Context: an optimization exercise on an open-source flow, tuned for a short achievable clock period and few clock cycles. The choices shown serve that exercise and are no tape-out recipe.
RTL that was checked went through simulation tests only; none was proved equivalent to the original.
No activity file was given, so power comes from the tool's default toggle rates.

Setup of before:
Design cpu, start of the top module:
module cpu (
	input  logic                       APB_PCLK,
	input  logic                       APB_PRESETn,
	output logic [32-1:0] paddr,
	output logic [32-1:0] pwdata,
	input  logic [32-1:0] prdata,
	output logic                       psel,
	output logic                       penable,
	output logic                       pwrite,
	output logic [3:0]                 pstrb,
	input  logic                       pready,
	output logic                       halted,
	output logic [32-1:0] pc
);
Size in the first run: ~5,500 cells after synthesis, about 140 I/O pins, roughly 71,000 um^2 of cells after synthesis.
==> module ks_pg32c, before the edit <==
module ks_pg32c (
	input  logic [31:0] p,
	input  logic [31:0] g,
	input  logic        cin,
	output logic [31:0] s,
	output logic [31:0] co
);
	logic [31:0] gl [0:5];
	logic [31:0] pl [0:5];
	assign gl[0] = g;
	assign pl[0] = p;
	for (genvar l = 0; l < 5; l++) begin : lvl
		for (genvar i = 0; i < 32; i++) begin : bitl
			if (i >= (1 << l)) begin : comb
				assign gl[l + 1][i] = gl[l][i] | (pl[l][i] & gl[l][i - (1 << l)]);
				assign pl[l + 1][i] = pl[l][i] & pl[l][i - (1 << l)];
			end else begin : pass
				assign gl[l + 1][i] = gl[l][i];
				assign pl[l + 1][i] = pl[l][i];
			end
		end
	end
	assign co = {gl[5][30:0] | (pl[5][30:0] & {31{cin}}), cin};
	assign s  = p ^ co;
endmodule
Settings: LEC_CHECK=0, CAP_MARGIN=30, CORE_MARGIN=2, CORE_UTILIZATION=60, SETUP_SLACK_MARGIN=4.3, SLEW_MARGIN=30, SYNTH_HIERARCHICAL=1, SYNTH_MINIMUM_KEEP_SIZE=0; clock period 7.0 ns.
run.sh (not shown) runs the stock make flow with config.mk's settings and CLKGATE_MAP_FILE= SYNTH_SCRIPT=/design/flow/synth_recipe.tcl, a recipe that flattens the netlist after the stock synthesis.
Input changes introduced in after (baseline for comparison: before):
--- a/flow/design.v
+++ b/flow/design.v
@@ -179,31 +179,44 @@
 endmodule
 module ks_pg32c (
 	input  logic [31:0] p,
 	input  logic [31:0] g,
 	input  logic        cin,
 	output logic [31:0] s,
-	output logic [31:0] co
+	output logic [31:0] co    
 );
 	logic [31:0] gl [0:5];
 	logic [31:0] pl [0:5];
 	assign gl[0] = g;
 	assign pl[0] = p;
 	for (genvar l = 0; l < 5; l++) begin : lvl
+		localparam int D = 1 << l;
 		for (genvar i = 0; i < 32; i++) begin : bitl
-			if (i >= (1 << l)) begin : comb
-				assign gl[l + 1][i] = gl[l][i] | (pl[l][i] & gl[l][i - (1 << l)]);
-				assign pl[l + 1][i] = pl[l][i] & pl[l][i - (1 << l)];
-			end else begin : pass
-				assign gl[l + 1][i] = gl[l][i];
-				assign pl[l + 1][i] = pl[l][i];
+			if (i < D) begin : pass
+				c_inv u_g (.a(gl[l][i]), .y(gl[l + 1][i]));
+				c_inv u_p (.a(pl[l][i]), .y(pl[l + 1][i]));
+			end else if (l % 2 == 0) begin : t
+				c_a21oi u_g (.a1(pl[l][i]), .a2(gl[l][i - D]), .b1(gl[l][i]), .y(gl[l + 1][i]));
+				c_nand2 u_p (.a(pl[l][i]), .b(pl[l][i - D]), .y(pl[l + 1][i]));
+			end else begin : n
+				c_o21ai u_g (.a1(pl[l][i]), .a2(gl[l][i - D]), .b1(gl[l][i]), .y(gl[l + 1][i]));
+				c_nor2  u_p (.a(pl[l][i]), .b(pl[l][i - D]), .y(pl[l + 1][i]));
 			end
 		end
 	end
-	assign co = {gl[5][30:0] | (pl[5][30:0] & {31{cin}}), cin};
-	assign s  = p ^ co;
+	logic        cin_n;
+	logic [31:0] c;
+	c_inv u_ci (.a(cin), .y(cin_n));
+	assign c[0] = cin;
+	for (genvar i = 1; i < 32; i++) begin : cy
+		c_o21ai u_c (.a1(pl[5][i - 1]), .a2(cin_n), .b1(gl[5][i - 1]), .y(c[i]));
+	end
+	for (genvar i = 0; i < 32; i++) begin : sm
+		c_xor2 u_s (.a(p[i]), .b(c[i]), .y(s[i]));
+	end
+	assign co = c;
 endmodule
 `timescale 1ns/1ps
 module rf_read #(
 	parameter bit FUSE_B = 1'b0   
 ) (
 	input  logic [31:1][31:0] rf,
Notes after the runs:
Looking at net count of the finished layout, after sits 2.5% above before. Final standard cell utilization of the core ended up 0.69 points lower on after than on before. Between before and after, the normalized max-slew margin is lower for after. | global-route usage | after vs before | 0.69 points higher |. Synthesis-to-layout area growth, before and after: larger value in before. after: critical path depth higher than before. after vs before: number of multi-input combinational cells up. Comparing before and after, the higher synthesized instance count was measured on after. Re part of the cycle the worst path needs: after is 0.19 points up on before. Aggregate routed wire length delta (after − before): unfavourable. Relative to before, overall die area has increased by about 1.1% in after. Wire length on met3: after higher than before.
Function was not checked in any run of this note: the RTL went through the layout flow alone.

Another version of the RTL of cpu (not shown whole).
Size in the first run: ~5700 cells after synthesis, roughly 140 I/O pins, ~0.071 mm^2 of cells after synthesis.
==> flow/config.mk <==
export PLATFORM = sky130hd
export DESIGN_NAME = cpu
export DESIGN_NICKNAME = cpu
export VERILOG_FILES = /design/flow/design.v
export SDC_FILE = /design/flow/constraint.sdc
export NUM_CORES = 4
export LEC_CHECK = 0
export CAP_MARGIN = 30
export CORE_MARGIN = 2
export CORE_UTILIZATION = 55
export SETUP_SLACK_MARGIN = 4.3
export SLEW_MARGIN = 30
export SYNTH_HIERARCHICAL = 1
export SYNTH_MINIMUM_KEEP_SIZE = 0
==> flow/constraint.sdc <==
create_clock -name core_clock -period 7.0 [get_ports {APB_PCLK}]
set_input_delay 1.4000 -clock core_clock [delete_from_list [all_inputs] [get_ports {APB_PCLK}]]
set_output_delay 1.4000 -clock core_clock [all_outputs]
set_load 0.01 [all_outputs]
Testbench counts at the start, summed over its fixed seeds: cycles 54,967.
Rerun with:
--- a/flow/design.v
+++ b/flow/design.v
@@ -175,20 +175,19 @@
 	c_inv u_s0 (.a(a[2]), .y(s[2]));
 	for (genvar i = 1; i < 30; i++) begin : sm
 		c_xnor2 u_s (.a(a[i + 2]), .b(al[5][i - 1]), .y(s[i + 2]));
 	end
 endmodule
 module ks_pg32c (
 	input  logic [31:0] p,
 	input  logic [31:0] g,
 	input  logic        cin,
-	output logic [31:0] s,
-	output logic [31:0] co    
+	output logic [31:0] s
 );
 	logic [31:0] gl [0:5];
 	logic [31:0] pl [0:5];
 	assign gl[0] = g;
 	assign pl[0] = p;
 	for (genvar l = 0; l < 5; l++) begin : lvl
 		localparam int D = 1 << l;
 		for (genvar i = 0; i < 32; i++) begin : bitl
 			if (i < D) begin : pass
@@ -207,19 +206,18 @@
 	logic [31:0] c;
 	c_inv u_ci (.a(cin), .y(cin_n));
 	assign c[0] = cin;
 	for (genvar i = 1; i < 32; i++) begin : cy
 		c_o21ai u_c (.a1(pl[5][i - 1]), .a2(cin_n), .b1(gl[5][i - 1]), .y(c[i]));
 	end
 	for (genvar i = 0; i < 32; i++) begin : sm
 		c_xor2 u_s (.a(p[i]), .b(c[i]), .y(s[i]));
 	end
-	assign co = c;
 endmodule
 `timescale 1ns/1ps
 module rf_read #(
 	parameter bit FUSE_B = 1'b0   
 ) (
 	input  logic [31:1][31:0] rf,
 	input  logic [4:0]        idx,
 	input  logic [31:1]       fwd_m,
 	input  logic [4:0]        fwd_rd,
@@ -456,22 +454,19 @@
 			rdb_q  <= iw[11:7];
 			for (int r = 1; r < 32; r++) rd1h_q[r] <= (iw[11:7] == 5'(r));
 		end
 	end
 	logic [31:0] sum, p_q, g_q;
 	for (genvar i = 0; i < 32; i++) begin : pg
 		c_xor2 u_p (.a(a_q[i]), .b(bb_q[i]), .y(p_q[i]));
 		c_and2 u_g (.a(a_q[i]), .b(bb_q[i]), .y(g_q[i]));
 	end
-	logic [31:0] cy;
-	logic        c31_n;
-	ks_pg32c u_add (.p(p_q), .g(g_q), .cin(cin_q), .s(sum), .co(cy));
-	c_inv u_c31 (.a(cy[31]), .y(c31_n));
+	ks_pg32c u_add (.p(p_q), .g(g_q), .cin(cin_q), .s(sum));
 	logic [31:0] maddr;
 	ks_add32 u_madd (.a(a_q), .b(bb_q), .s(maddr));
 	logic        take;
 	logic [31:0] tgt;
 	assign take = (p_q == 32'd0) ^ bne_q;
 	ks_add32 u_tadd (.a(pc_q), .b(imm_q), .s(tgt));
 	logic [3:0]  strb_c;
 	logic [31:0] wdat_c;
 	always_comb begin
@@ -534,19 +529,19 @@
 		({32{sel_or_q}} & (p_q | g_q)) |
 		({32{sel_and_q}} & g_q) |
 		({32{sel_b_q}} & b_q);
 	assign res_o = ({32{go_alu_q}} & res_e) | ({32{go_ld_q}} & raw_q) |
 		({32{~(go_alu_q | go_ld_q)}} & res_q);
 	assign k_sum = go_alu_q & sel_sum_q;
 	assign k1    = go_alu_q & sel_slt_q & p_q[31];
 	assign k2n   = ~((go_alu_q & sel_slt_q & ~p_q[31] & g_q[31]) | res_o[0]);
 	logic [31:0] res_nxt;
-	c_a22oi u_r0a (.a1(sum[0]), .a2(k_sum), .b1(c31_n), .b2(k1), .y(res0_n));
+	c_a22oi u_r0a (.a1(sum[0]), .a2(k_sum), .b1(sum[31]), .b2(k1), .y(res0_n));
 	c_nand2 u_r0b (.a(res0_n), .b(k2n), .y(res_nxt[0]));
 	for (genvar i = 1; i < 32; i++) begin : rs
 		c_a21o u_r (.a1(sum[i]), .a2(k_sum), .b1(res_o[i]), .y(res_nxt[i]));
 	end
 	always_ff @(posedge APB_PCLK) begin
 		raw_q <= prdata;
 	end
 	always_ff @(posedge APB_PCLK) begin
 		res_q <= res_nxt;
Clock skew fell by 14 ps.
Power rose slightly.
Fmax fell slightly.
Count of clock-buffer cells in the layout is unchanged.
Register-to-register slack loses 80 ps.
Wire length rose by a few percent.
Worst setup slack loses 48 ps.
First-iteration DRC count rose by a few percent.
Testbench counts after the change, summed over its fixed seeds: cycles 54,967.

rev 12:
cpu with an RTL version that a note above also has.
For scale: ~5,700 cells after synthesis, about 140 I/O pins, roughly 71,000 sq um of cells after synthesis.
==> module ks_pg32c, before the edit <==
module ks_pg32c (
	input  logic [31:0] p,
	input  logic [31:0] g,
	input  logic        cin,
	output logic [31:0] s,
	output logic [31:0] co    
);
	logic [31:0] gl [0:5];
	logic [31:0] pl [0:5];
	assign gl[0] = g;
	assign pl[0] = p;
	for (genvar l = 0; l < 5; l++) begin : lvl
		localparam int D = 1 << l;
		for (genvar i = 0; i < 32; i++) begin : bitl
			if (i < D) begin : pass
				c_inv u_g (.a(gl[l][i]), .y(gl[l + 1][i]));
				c_inv u_p (.a(pl[l][i]), .y(pl[l + 1][i]));
			end else if (l % 2 == 0) begin : t
				c_a21oi u_g (.a1(pl[l][i]), .a2(gl[l][i - D]), .b1(gl[l][i]), .y(gl[l + 1][i]));
				c_nand2 u_p (.a(pl[l][i]), .b(pl[l][i - D]), .y(pl[l + 1][i]));
			end else begin : n
				c_o21ai u_g (.a1(pl[l][i]), .a2(gl[l][i - D]), .b1(gl[l][i]), .y(gl[l + 1][i]));
				c_nor2  u_p (.a(pl[l][i]), .b(pl[l][i - D]), .y(pl[l + 1][i]));
			end
		end
	end
	logic        cin_n;
	logic [31:0] c;
	c_inv u_ci (.a(cin), .y(cin_n));
	assign c[0] = cin;
	for (genvar i = 1; i < 32; i++) begin : cy
		c_o21ai u_c (.a1(pl[5][i - 1]), .a2(cin_n), .b1(gl[5][i - 1]), .y(c[i]));
	end
	for (genvar i = 0; i < 32; i++) begin : sm
		c_xor2 u_s (.a(p[i]), .b(c[i]), .y(s[i]));
	end
	assign co = c;
endmodule
Settings: LEC_CHECK=0, CAP_MARGIN=30, CORE_MARGIN=2, CORE_UTILIZATION=55, SETUP_SLACK_MARGIN=4.3, SLEW_MARGIN=30, SYNTH_HIERARCHICAL=1, SYNTH_MINIMUM_KEEP_SIZE=0; clock period 7.0 ns.
[inputs] rev 13 vs rev 12
==> flow/design.v, changed modules only <==
module ks_pg32c (
	input  logic [31:0] p,
	input  logic [31:0] g,
	input  logic        cin,
	output logic [31:0] s,
	output logic [31:0] co
);
	logic [31:0] gl [0:5];
	logic [31:0] pl [0:5];
	assign gl[0] = g;
	assign pl[0] = p;
	for (genvar l = 0; l < 5; l++) begin : lvl
		for (genvar i = 0; i < 32; i++) begin : bitl
			if (i >= (1 << l)) begin : comb
				assign gl[l + 1][i] = gl[l][i] | (pl[l][i] & gl[l][i - (1 << l)]);
				assign pl[l + 1][i] = pl[l][i] & pl[l][i - (1 << l)];
			end else begin : pass
				assign gl[l + 1][i] = gl[l][i];
				assign pl[l + 1][i] = pl[l][i];
			end
		end
	end
	assign co = {gl[5][30:0] | (pl[5][30:0] & {31{cin}}), cin};
	assign s  = p ^ co;
endmodule
[summary]
Compared with rev 12, rev 13 shows a lower combinational power. Routed wire in rev 13 totals less than in rev 12. Rev 12 → rev 13: count of plain and timing-repair buffers increased by about 2.2% relative to the old numbers, final-layout fill cell count decreased by 0.57% relative to the old numbers, met2 wire length decreased by about 4.6% relative to the old numbers, horizontal die dimension decreased by 0.57% relative to the old numbers. Rev 13 vs rev 12, termination of the worst setup path: bb_q[10] vs a_q[20].
Function was not checked in any run of this note: the RTL went through the layout flow alone.

## static timing again, ports no longer ideal
In the flow no input, the clock included, has a driving cell. The finished layouts below were timed again as built, in two steps. Step 1 sets driving cells, clkbuf_16 on the clock port and buf_2 on the other inputs (assumed; they add their load-dependent delay and slew). Step 2, shift: input delay + t, output delay - t, t = (earliest + latest rising clock arrival at the registers) / 2. This alone moves slack from input paths to output paths. Three values: ideal, step 1, step 2; two values: the first two.
| run | t, ns | slack for setup (ns) | hold slack, ns |
|---|---|---|---|
| before | 0.867 | 4.129 / 4.113 / 3.246 | 0.471 / 0.471 / 0.471 |
| after | 0.855 | 4.116 / 4.095 / 3.241 | 0.479 / 0.479 / 0.479 |
| the first run of note 2 | 0.871 | 4.176 / 4.147 / 3.327 | 0.451 / 0.451 / 0.451 |
| the second run of note 2 | 0.876 | 4.128 / 4.128 / 3.253 | 0.473 / 0.473 / 0.473 |
| rev 12 | 0.881 | 4.169 / 4.159 / 3.291 | 0.447 / 0.447 / 0.447 |
| rev 13 | 0.900 | 4.147 / 4.126 / 3.226 | 0.465 / 0.465 / 0.465 |
After both steps every run listed still meets setup and hold. For rev 13, which loses most, drivers alone change the setup slack by -0.021 ns; drivers and shift together by -0.921 ns.
